From an optimization exercise on the open Yosys and OpenROAD flow, aimed at a short achievable clock period and few clock cycles; shortcuts taken in it are not production practice. Function was checked by simulation only, so behaviour that the tests miss may differ from the original. No activity file was given, so power comes from the tool's default toggle rates.

Setup of 04-25:
// rv_core
module rv_core (
  input  logic        i_clk,
  input  logic        i_rst,
  input  logic        i_valid_i,
  input  logic        i_valid_d,
  input  logic [31:0] i_data_in_i,
  input  logic [31:0] i_data_in_d,
  output logic [31:0] o_addr_i,
  output logic [31:0] o_addr_d,
  output logic [3:0]  o_we_d,
  output logic        o_rd_d,
  output logic [31:0] o_data_out_d
);
Size in the first run: roughly 8800 cells after synthesis, about 120000 um^2 of cells after synthesis.
clock: 7.0 ns
lec_check: 0
abc_clock_period_in_ps: 2500
cap_margin: 20
core_margin: 2
core_utilization: 55
place_density: 0.65
setup_slack_margin: 4.0
slew_margin: 20
run.sh (not shown) runs the stock make flow with config.mk's settings and CLKGATE_MAP_FILE= SYNTH_SCRIPT=/design/flow/synth_recipe.tcl, a recipe that flattens the netlist after the stock synthesis.
04-25 finished end to end and its layout was clean on timing, DRC and antenna.
Testbench counts of 04-25, summed over its fixed seeds: cycles 11,981.
diff inputs: 04-25 => 05-08
--- a/flow/design.v
+++ b/flow/design.v
@@ -93,20 +93,18 @@
   logic            e_s_em;
   logic            e_s_mm;
   logic [NSEL-1:0] e_sel;
   logic [2:0]      e_f3;
   logic [31:0]     e_pc4;
   logic [31:0]     e_target;
   logic            e_pred;
   logic [31:0]     e_pnext;
   logic [5:0]      e_bk;
-  logic [3:0]      e_ra;
-  logic [2:0]      e_rs;
   logic [31:0]     e_pc;
   logic            e_jal;
   logic            e_br;
   logic            e_jalr;
   logic            e_load;
   logic            e_store;
   logic            e_wen;
   logic [4:0]      e_rd;
   logic [31:0] m_result;
@@ -156,35 +154,32 @@
   assign eq_ee  = e_a == e_b;
   assign eq_me  = m_result == e_b;
   assign eq_em  = e_a == m_result;
   assign sum  = ({32{e_s_ee}} & sum_ee) | ({32{e_s_me}} & sum_me) |
                 ({32{e_s_em}} & sum_em) | ({32{e_s_mm}} & sum_mm);
   assign diff = ({32{e_s_ee}} & dif_ee) | ({32{e_s_me}} & dif_me) | ({32{e_s_em}} & dif_em);
   assign lt   = (e_s_ee & lt_ee) | (e_s_me & lt_me) | (e_s_em & lt_em);
   assign ltu  = (e_s_ee & ltu_ee) | (e_s_me & ltu_me) | (e_s_em & ltu_em);
   assign eq   = (e_s_ee & eq_ee) | (e_s_me & eq_me) | (e_s_em & eq_em) | e_s_mm;
-  logic [31:0] res_other;
   always_comb begin
-    res_other = 32'd0;
-    if (e_sel[S_SLL])  res_other = res_other | (op_a << op_b[4:0]);
-    if (e_sel[S_SRL])  res_other = res_other | (op_a >> op_b[4:0]);
-    if (e_sel[S_SRA])  res_other = res_other | $unsigned($signed(op_a) >>> op_b[4:0]);
-    if (e_sel[S_SLT])  res_other = res_other | {31'd0, lt};
-    if (e_sel[S_SLTU]) res_other = res_other | {31'd0, ltu};
-    if (e_sel[S_XOR])  res_other = res_other | (op_a ^ op_b);
-    if (e_sel[S_OR])   res_other = res_other | (op_a | op_b);
-    if (e_sel[S_AND])  res_other = res_other | (op_a & op_b);
-    if (e_sel[S_PC4])  res_other = res_other | e_pc4;
+    result = 32'd0;
+    if (e_sel[S_ADD])  result = result | sum;
+    if (e_sel[S_SUB])  result = result | diff;
+    if (e_sel[S_SLL])  result = result | (op_a << op_b[4:0]);
+    if (e_sel[S_SRL])  result = result | (op_a >> op_b[4:0]);
+    if (e_sel[S_SRA])  result = result | $unsigned($signed(op_a) >>> op_b[4:0]);
+    if (e_sel[S_SLT])  result = result | {31'd0, lt};
+    if (e_sel[S_SLTU]) result = result | {31'd0, ltu};
+    if (e_sel[S_XOR])  result = result | (op_a ^ op_b);
+    if (e_sel[S_OR])   result = result | (op_a | op_b);
+    if (e_sel[S_AND])  result = result | (op_a & op_b);
+    if (e_sel[S_PC4])  result = result | e_pc4;
   end
-  assign result = ({32{e_ra[0]}} & sum_ee) | ({32{e_ra[1]}} & sum_me) |
-                  ({32{e_ra[2]}} & sum_em) | ({32{e_ra[3]}} & sum_mm) |
-                  ({32{e_rs[0]}} & dif_ee) | ({32{e_rs[1]}} & dif_me) |
-                  ({32{e_rs[2]}} & dif_em) | res_other;
   logic tk_ee, tk_me, tk_em, tk_mm;
   assign tk_ee = (e_bk[0] & eq_ee) | (e_bk[1] & !eq_ee) | (e_bk[2] & lt_ee) |
                  (e_bk[3] & !lt_ee) | (e_bk[4] & ltu_ee) | (e_bk[5] & !ltu_ee);
   assign tk_me = (e_bk[0] & eq_me) | (e_bk[1] & !eq_me) | (e_bk[2] & lt_me) |
                  (e_bk[3] & !lt_me) | (e_bk[4] & ltu_me) | (e_bk[5] & !ltu_me);
   assign tk_em = (e_bk[0] & eq_em) | (e_bk[1] & !eq_em) | (e_bk[2] & lt_em) |
                  (e_bk[3] & !lt_em) | (e_bk[4] & ltu_em) | (e_bk[5] & !ltu_em);
   assign tk_mm = e_bk[0] | e_bk[3] | e_bk[5];
   assign taken = (e_s_ee & tk_ee) | (e_s_me & tk_me) | (e_s_em & tk_em) | (e_s_mm & tk_mm);
@@ -429,25 +424,18 @@
       e_sd     <= rs2_v;
       e_fa     <= use_rs1 && ex_hit1;
       e_fb     <= (is_op || is_br) && ex_hit2;
       e_s_ee   <= !(use_rs1 && ex_hit1) && !((is_op || is_br) && ex_hit2);
       e_s_me   <=  (use_rs1 && ex_hit1) && !((is_op || is_br) && ex_hit2);
       e_s_em   <= !(use_rs1 && ex_hit1) &&  ((is_op || is_br) && ex_hit2);
       e_s_mm   <=  (use_rs1 && ex_hit1) &&  ((is_op || is_br) && ex_hit2);
       e_fsd    <= ex_hit2;
       e_sel    <= sel;
-      e_ra     <= {4{sel[S_ADD]}} & {  (use_rs1 && ex_hit1) &&  ((is_op || is_br) && ex_hit2),
-                                      !(use_rs1 && ex_hit1) &&  ((is_op || is_br) && ex_hit2),
-                                       (use_rs1 && ex_hit1) && !((is_op || is_br) && ex_hit2),
-                                      !(use_rs1 && ex_hit1) && !((is_op || is_br) && ex_hit2)};
-      e_rs     <= {3{sel[S_SUB]}} & {!(use_rs1 && ex_hit1) &&  ((is_op || is_br) && ex_hit2),
-                                       (use_rs1 && ex_hit1) && !((is_op || is_br) && ex_hit2),
-                                      !(use_rs1 && ex_hit1) && !((is_op || is_br) && ex_hit2)};
       e_f3     <= f3;
       e_pc4    <= d_pc + 32'd4;
       e_target <= id_target;
       e_pnext  <= d_bpt;
       e_bk     <= {f3 == 3'b111, f3 == 3'b110, f3 == 3'b101, f3 == 3'b100, f3 == 3'b001,
                    f3 == 3'b000};
       e_pc     <= d_pc;
       e_rd     <= rd;
     end
- 05-08 vs 04-25 — power dropped 1.6%.
- Compared with 04-25, 05-08 ends up with a smaller final cell area.
- On highest ir drop seen on vdd, 04-25 loses to 05-08.
- 05-08 vs 04-25: multi-input combinational area share down in 05-08
- Share of cell area taken by flip-flops and latches ended up 0.58 points higher on 05-08 than on 04-25.
- Going from 04-25 to 05-08, total wire length after detailed routing shrinks by about 1.3%.
- On xor and xnor area share after synthesis, 04-25 and 05-08 are basically level.
- Diff 04-25 -> 05-08 | final critical-path share of the clock period | increase of 2.9 points
- 04-25 leaves more setup margin than 05-08.
- NOTE: share of total power in combinational logic in 05-08 falls short of that of 04-25
- Cell count: 05-08 lower than 04-25
Testbench counts of 05-08, summed over its fixed seeds: cycles 11,981.


## red
Another version of the RTL of rv_core (not shown whole).
Size in the first run: roughly 8500 cells after synthesis, roughly 2200 flip-flops, ~0.12 mm² of cells after synthesis.
==> flow/config.mk <==
export PLATFORM = sky130hd
export DESIGN_NAME = rv_core
export DESIGN_NICKNAME = rv_core
export VERILOG_FILES = /design/flow/design.v
export SDC_FILE = /design/flow/constraint.sdc
export NUM_CORES = 4
export LEC_CHECK = 0
export ABC_CLOCK_PERIOD_IN_PS = 3000
export CAP_MARGIN = 20
export CORE_MARGIN = 2
export CORE_UTILIZATION = 40
export SETUP_SLACK_MARGIN = 3.5
export SLEW_MARGIN = 20
==> flow/constraint.sdc <==
create_clock -name core_clock -period 7.0 [get_ports {i_clk}]
set_input_delay 1.4000 -clock core_clock [delete_from_list [all_inputs] [get_ports {i_clk}]]
set_output_delay 1.4000 -clock core_clock [all_outputs]
set_load 0.01 [all_outputs]
Testbench counts of red, summed over its fixed seeds: cycles 11,981.
The following lists how green was set up differently from red:
--- a/flow/design.v
+++ b/flow/design.v
@@ -61,25 +61,25 @@
   localparam int S_SRL  = 3;
   localparam int S_SRA  = 4;
   localparam int S_SLT  = 5;
   localparam int S_SLTU = 6;
   localparam int S_XOR  = 7;
   localparam int S_OR   = 8;
   localparam int S_AND  = 9;
   localparam int S_PC4  = 10;
   localparam int NSEL   = 11;
   localparam int BTB_IB = 4;
   localparam int BTB_N  = 1 << BTB_IB;
   localparam int BTB_TW = 8;
-  localparam bit FETCH_PRED = 1'b1;
+  localparam bit FETCH_PRED = 1'b0;
   logic ce;
   assign ce = i_valid_i && i_valid_d;
   logic [31:0] pc;
   logic              btb_v   [BTB_N];
   logic [BTB_TW-1:0] btb_tag [BTB_N];
   logic [31:2]       btb_tgt [BTB_N];
   logic        d_bp;
   logic [31:0] d_bpt;
   logic        d_valid;
   logic [31:0] d_pc;
   logic [31:0] d_insn;
   logic [31:0]     e_a;
@@ -320,46 +320,49 @@
   logic [31:0]       f_tgt;
   assign f_idx = pc[BTB_IB+1:2];
   assign f_hit = btb_v[f_idx] && (btb_tag[f_idx] == pc[BTB_IB+BTB_TW+1:BTB_IB+2]);
   assign f_tgt = {btb_tgt[f_idx], 2'b00};
   logic        f_jal;
   logic        f_bbr;
   logic [31:0] f_jal_tgt;
   logic [31:0] f_br_tgt;
   logic        f_sp;
   logic [31:0] f_sp_tgt;
   logic        f_bp;
   logic [31:0] f_bpt;
-  assign f_jal     = (i_data_in_i[6:2] == rv_pkg::OPC_JAL) &&
-                     ((i_data_in_i[19:12] == {8{i_data_in_i[31]}}));
+  assign f_jal     = i_data_in_i[6:2] == rv_pkg::OPC_JAL;
   assign f_bbr     = (i_data_in_i[6:2] == rv_pkg::OPC_BRANCH) && i_data_in_i[31];
-  logic [13:0] f_jal_lo;
+  logic [21:0] f_jal_lo;
   logic [13:0] f_br_lo;
+  logic [31:21] pc_hi_j, pc_hi_jp, pc_hi_jm;
   logic [31:13] pc_hi_b, pc_hi_bp, pc_hi_bm;
-  assign f_jal_lo = {1'b0, pc[12:0]} + {1'b0, i_data_in_i[31], i_data_in_i[20],
-                                        i_data_in_i[30:21], 1'b0};
+  assign f_jal_lo = {1'b0, pc[20:0]} + {1'b0, i_data_in_i[31], i_data_in_i[19:12],
+                                        i_data_in_i[20], i_data_in_i[30:21], 1'b0};
   assign f_br_lo  = {1'b0, pc[12:0]} + {1'b0, i_data_in_i[31], i_data_in_i[7],
                                         i_data_in_i[30:25], i_data_in_i[11:8], 1'b0};
+  assign pc_hi_j  = pc[31:21];
+  assign pc_hi_jp = pc[31:21] + 11'd1;
+  assign pc_hi_jm = pc[31:21] - 11'd1;
   assign pc_hi_b  = pc[31:13];
   assign pc_hi_bp = pc[31:13] + 19'd1;
   assign pc_hi_bm = pc[31:13] - 19'd1;
   logic f_jp, f_jm, f_j0, f_bp1, f_bm1, f_b0;
-  assign f_jp  = !i_data_in_i[31] &&  f_jal_lo[13];
-  assign f_jm  =  i_data_in_i[31] && !f_jal_lo[13];
+  assign f_jp  = !i_data_in_i[31] &&  f_jal_lo[21];
+  assign f_jm  =  i_data_in_i[31] && !f_jal_lo[21];
   assign f_j0  = !(f_jp || f_jm);
   assign f_bp1 = !i_data_in_i[31] &&  f_br_lo[13];
   assign f_bm1 =  i_data_in_i[31] && !f_br_lo[13];
   assign f_b0  = !(f_bp1 || f_bm1);
-  assign f_jal_tgt = {({19{f_jp}} & pc_hi_bp) | ({19{f_jm}} & pc_hi_bm) | ({19{f_j0}} & pc_hi_b),
-                      f_jal_lo[12:0]};
+  assign f_jal_tgt = {({11{f_jp}} & pc_hi_jp) | ({11{f_jm}} & pc_hi_jm) | ({11{f_j0}} & pc_hi_j),
+                      f_jal_lo[20:0]};
   assign f_br_tgt  = {({19{f_bp1}} & pc_hi_bp) | ({19{f_bm1}} & pc_hi_bm) | ({19{f_b0}} & pc_hi_b),
                       f_br_lo[12:0]};
   assign f_sp      = FETCH_PRED && (f_jal || f_bbr);
   assign f_sp_tgt  = ({32{f_jal}} & f_jal_tgt) | ({32{f_bbr}} & f_br_tgt);
   assign f_bp      = f_sp || f_hit;
   assign f_bpt     = f_sp ? f_sp_tgt : f_tgt;
   always_ff @(posedge i_clk) begin
     if (i_rst) begin
       pc      <= 32'h0000_0000;
       d_valid <= 1'b0;
     end else if (ce) begin
       if (ex_redirect) begin
==> comparison <==
- Re routed length on met1: red and green aren't equal, and the higher value belongs to green.
- In the metrics for red and green, the one carrying the higher hold slack is green.
- When the final numbers for red and green were put side by side, the actual transition at the worst max-transition pin turned out to be greater in green.
- green ends up with a clock-buffer cell count that is 10 lower than in red.
- Re final critical delay including setup and external delays: red and green aren't equal, and the higher value belongs to green.
- The run showing the greater post-layout total power is red.
- green: no failed stages, no open violations at the end
- Taking red as the reference point, the fraction of layout instances using a drive strength above 1 of green falls by 0.77 points.
- When green is measured against red, its global-route usage turns out 2.1 points higher.
Testbench counts of green, summed over its fixed seeds: cycles 12,311.

[static timing again, ports no longer ideal]
No port has a modelled driver above. Below, the same layouts with a new extraction and two added sets of constraints.
Step 1: set_driving_cell puts a clkbuf_16 on i_clk and a buf_2 on each other input, an assumption about the parent block.
Step 2 times the ports against the registers' clock, not the clock port: input delays grow and output delays shrink by t, the midpoint of the rising clock arrivals with the driver on.
a / b / c = no drivers / after step 1 / after step 2; a / b = the first two.
run	t (ns)	setup slack, ns	latest minus earliest clock arrival (ns)	cell pins on the clock port's net
04-25	0.985	2.563 / 2.563 / 2.001	0.071 / 0.071	1
05-08	0.990	2.362 / 2.380 / 1.391	0.101 / 0.101	1
red	0.988	2.397 / 2.397 / 1.815	0.089 / 0.089	1
green	1.010	2.224 / 2.224 / 2.049	0.150 / 0.149	1
After both steps setup and hold are still met in every run listed. The setup slack of 05-08, which loses most, moves by +0.018 ns with the drivers and by -0.971 ns with both steps.
